Source: an optimization exercise on an open RTL-to-GDS flow (aim: small area). Production flows keep margins and buffers that such runs may drop.
Only simulation tests tie the RTL to the original design; equivalence was not proved.

P:
// mm_top
module mm_top (
    input  logic         clk_buf,
    input  logic         sys_reset,
    input  logic         cmd_valid,
    input  logic [(4 * 8)-1:0] cmd_word,
    output logic         cmd_credit,
    output logic         res_valid,
    output mm_data_pkg::mm_acc_t      res_data,
    input  logic         res_credit,
    output logic         busy,
    output logic         done
);
Size: roughly 1300 cells after synthesis, roughly 340 flip-flops, ~72 I/O pins.
export LEC_CHECK = 0
export ABC_AREA = 1
export CAP_MARGIN = 10
export CORE_MARGIN = 2
export CORE_UTILIZATION = 80
export CTS_BUF_LIST = sky130_fd_sc_hd__clkbuf_8 sky130_fd_sc_hd__clkbuf_16
export CTS_CLUSTER_DIAMETER = 80
export CTS_CLUSTER_SIZE = 20
export SLEW_MARGIN = 10
export SYNTH_HIERARCHICAL = 1
export SYNTH_MINIMUM_KEEP_SIZE = 0
create_clock -name core_clock -period 11.0 [get_ports {clk_buf}]
standard.sh (not shown) runs the stock make flow with config.mk's settings and CLKGATE_MAP_FILE= SYNTH_SCRIPT=/design/flow/synth_recipe.tcl, a recipe that flattens the netlist after the stock synthesis.
==> flow/flow/run.sh <==
#!/bin/bash
# Layout flow: the standard flow (standard.sh) with two changes:
#  - synthesis maps the combinational logic with an area-only ABC script
#    (flow/abc_area_only.script) instead of ORFS's delay-biased one; the
#    rest of the synthesis script, registers included, is the standard flow's own
#  - port buffers are the smallest buffer, sky130_fd_sc_hd__buf_1
# Every tool's output goes to the ORFS logs under orfs/logs; make's own
# output goes to flow.log here.
set -euo pipefail
HERE=$(pwd)

# Synthesis script: synth_recipe.tcl with the ABC call redirected
{
  head -n 1 synth_recipe.tcl
  cat <<EOT
proc abc {args} {
  set i [lsearch -exact \$args -script]
  if {\$i >= 0} { lset args [expr {\$i + 1}] $HERE/flow/abc_area_only.script }
  puts "abc (area-only script): \$args"
  yosys abc {*}\$args
}
EOT
  tail -n +2 synth_recipe.tcl
} > my_synth.tcl

sed "s#SYNTH_SCRIPT=[^ ]*synth_recipe.tcl#SYNTH_SCRIPT=$HERE/my_synth.tcl#" standard.sh > my_standard.sh
grep -q "SYNTH_SCRIPT=$HERE/my_synth.tcl" my_standard.sh

export BUFFER_PORTS_ARGS="-buffer_cell sky130_fd_sc_hd__buf_1"
bash my_standard.sh > flow.log 2>&1
==> flow/flow/abc_area_only.script <==
strash
dch
map -a
The inputs of Q differ from those of P as listed below.
diff --git a/flow/design.v b/flow/design.v
--- a/flow/design.v
+++ b/flow/design.v
@@ -14,76 +14,56 @@
         struct packed {
             logic [(4 * 8)-5:0] rsvd;
             logic [1:0]           row;
             mm_opcode_e           opcode;
         } ctrl;
         logic [(4 * 8)-1:0] elems;
     } mm_cmd_word_u;
 endpackage
 `timescale 1ns/1ns
 module mm_dot4 (
-    input  logic         clk_buf,
     input  logic [127:0] a_rows,    
     input  logic [127:0] b_rows,    
     input  logic [3:0]   a_ok,      
     input  logic [1:0]   ri,        
     input  logic         a_ph,      
     input  logic [3:0]   b_ok,      
     input  logic [1:0]   cj,        
-    output logic [17:0] q     
+    output logic [17:0] y
 );
     logic [7:0] a0, a1, a2, a3, b0, b1, b2, b3;
     logic [7:0] a_k [4];
     logic [7:0] b_k [4];
     logic [3:0] a_sel;       
-    logic [3:0] sa [4];      
-    logic [3:0] sb;          
-    logic [7:0] na_lo [4], na_hi [4], nb_lo [4], nb_hi [4];
-    logic [17:0] y;
     always_comb begin
         for (int p = 0; p < 4; p++) begin
             a_sel[p] = 1'b0;
             for (int i = 0; i < 4; i++) begin
                 if (ri == 2'(i) && a_ok[i] && (i % 2) == (p % 2) &&
                     (((i / 2) == 1) == a_ph) == (p < 2)) begin
                     a_sel[p] = 1'b1;
                 end
             end
         end
+    end
+    always_comb begin
         for (int k = 0; k < 4; k++) begin
-            for (int p = 0; p < 4; p++) begin
-                sa[k][p] = a_sel[p] && b_ok[k];
+            a_k[k] = '0;
+            b_k[k] = '0;
+            for (int i = 0; i < 4; i++) begin
+                if (a_sel[i] && b_ok[k])             a_k[k] = a_rows[i*32 + k*8 +: 8];
+                if (cj == 2'(i))                       b_k[k] = b_rows[k*32 + i*8 +: 8];
             end
         end
-        for (int j = 0; j < 4; j++) begin
-            sb[j] = (cj == 2'(j));
-        end
-    end
-    for (genvar k = 0; k < 4; k++) begin : g_k
-        for (genvar x = 0; x < 8; x++) begin : g_x
-            mm_aoi22 u_alo (.a(a_rows[0*32 + k*8 + x]), .b(sa[k][0]),
-                            .c(a_rows[1*32 + k*8 + x]), .d(sa[k][1]), .y(na_lo[k][x]));
-            mm_aoi22 u_ahi (.a(a_rows[2*32 + k*8 + x]), .b(sa[k][2]),
-                            .c(a_rows[3*32 + k*8 + x]), .d(sa[k][3]), .y(na_hi[k][x]));
-            mm_aoi22 u_blo (.a(b_rows[k*32 + 0*8 + x]), .b(sb[0]),
-                            .c(b_rows[k*32 + 1*8 + x]), .d(sb[1]), .y(nb_lo[k][x]));
-            mm_aoi22 u_bhi (.a(b_rows[k*32 + 2*8 + x]), .b(sb[2]),
-                            .c(b_rows[k*32 + 3*8 + x]), .d(sb[3]), .y(nb_hi[k][x]));
-            assign a_k[k][x] = ~(na_lo[k][x] & na_hi[k][x]);
-            assign b_k[k][x] = ~(nb_lo[k][x] & nb_hi[k][x]);
-        end
     end
     assign a0 = a_k[0]; assign a1 = a_k[1]; assign a2 = a_k[2]; assign a3 = a_k[3];
     assign b0 = b_k[0]; assign b1 = b_k[1]; assign b2 = b_k[2]; assign b3 = b_k[3];
-    always_ff @(posedge clk_buf) begin
-        q <= y;
-    end
     logic p1;
     logic p2;
     logic p3;
     logic p4;
     logic p5;
     logic p6;
     logic p7;
     logic p8;
     logic p9;
     logic p10;
@@ -1353,26 +1333,20 @@
     assign y[16] = s751;
     assign y[17] = ~(c752);
 endmodule
 module mm_fa (
     input  logic a, b, c,
     output logic s, co
 );
     assign s  = a ^ b ^ c;
     assign co = (a & b) | (a & c) | (b & c);
 endmodule
-module mm_aoi22 (
-    input  logic a, b, c, d,
-    output logic y
-);
-    assign y = ~((a & b) | (c & d));
-endmodule
 module mm_ha (
     input  logic a, b,
     output logic s, co
 );
     assign s  = a ^ b;
     assign co = a & b;
 endmodule
 `timescale 1ns/1ns
 module mm_top (
     input  logic         clk_buf,
@@ -1514,24 +1488,27 @@
                 busy <= 1'b1;
                 done <= 1'b0;
             end
             case ({send, res_credit})
                 2'b10:   credits <= credits - 1'b1;
                 2'b01:   credits <= credits + 1'b1;
                 default: ;
             endcase
         end
     end
-    logic [17:0] res_q;
+    logic [17:0] sum;
     mm_dot4 u_dot (
-        .clk_buf (clk_buf),
         .a_rows ({a_p1[1], a_p1[0], a_p0[1], a_p0[0]}),
         .b_rows ({b_buf[3], b_buf[2], b_buf[1], b_buf[0]}),
         .a_ok   (a_ok),
         .ri     (cnt[3:2]),
         .a_ph   (a_ph),
         .b_ok   (b_ok),
         .cj     (cnt[1:0]),
-        .q      (res_q)
+        .y      (sum)
     );
+    logic [17:0] res_q;
+    always_ff @(posedge clk_buf) begin
+        res_q <= sum;
+    end
     assign res_data = {{14{res_q[17]}}, res_q};
 endmodule
Results
Fraction of area in multi-input gates delta (Q -> P): insignificant
Worst-case setup margin in the final layout (lower): Q
From P to Q the numbers moved as follows: number of global-route vias before repair has decreased; post-synthesis sequential area ratio shrank by 1.2 points; global-route usage went down 7.0 points; critical path arrival increased 0.02 ns.
Relative to P, post-route cell area has increased by 2.0% in Q.
Minimum setup slack among reg-to-reg paths: Q vs P, no meaningful difference

## what the ideal ports hide
The results above use ideal ports. As a check the final layouts listed here were re-extracted and re-timed, cells and wires unchanged.
Step 1 assumes that a clkbuf_16 drives the clock port and a buf_2 every other input.
Step 2 moves the port delays by t, midway between the first and last clock arrival at a register: inputs arrive t later, outputs are due t later. That takes back most of the time a late clock gives input paths.
Three values: ideal ports, drivers, drivers and shift; two values: the first two.
| run | t (ns) | slack for setup (ns) | hold slack, ns |
|---|---|---|---|
| P | 0.591 | 0.523 / 0.523 / 0.523 | 0.355 / 0.355 / 0.355 |
| Q | 0.581 | 0.510 / 0.510 / 0.510 | 0.345 / 0.345 / 0.345 |
After both steps setup and hold are still met in every run listed.
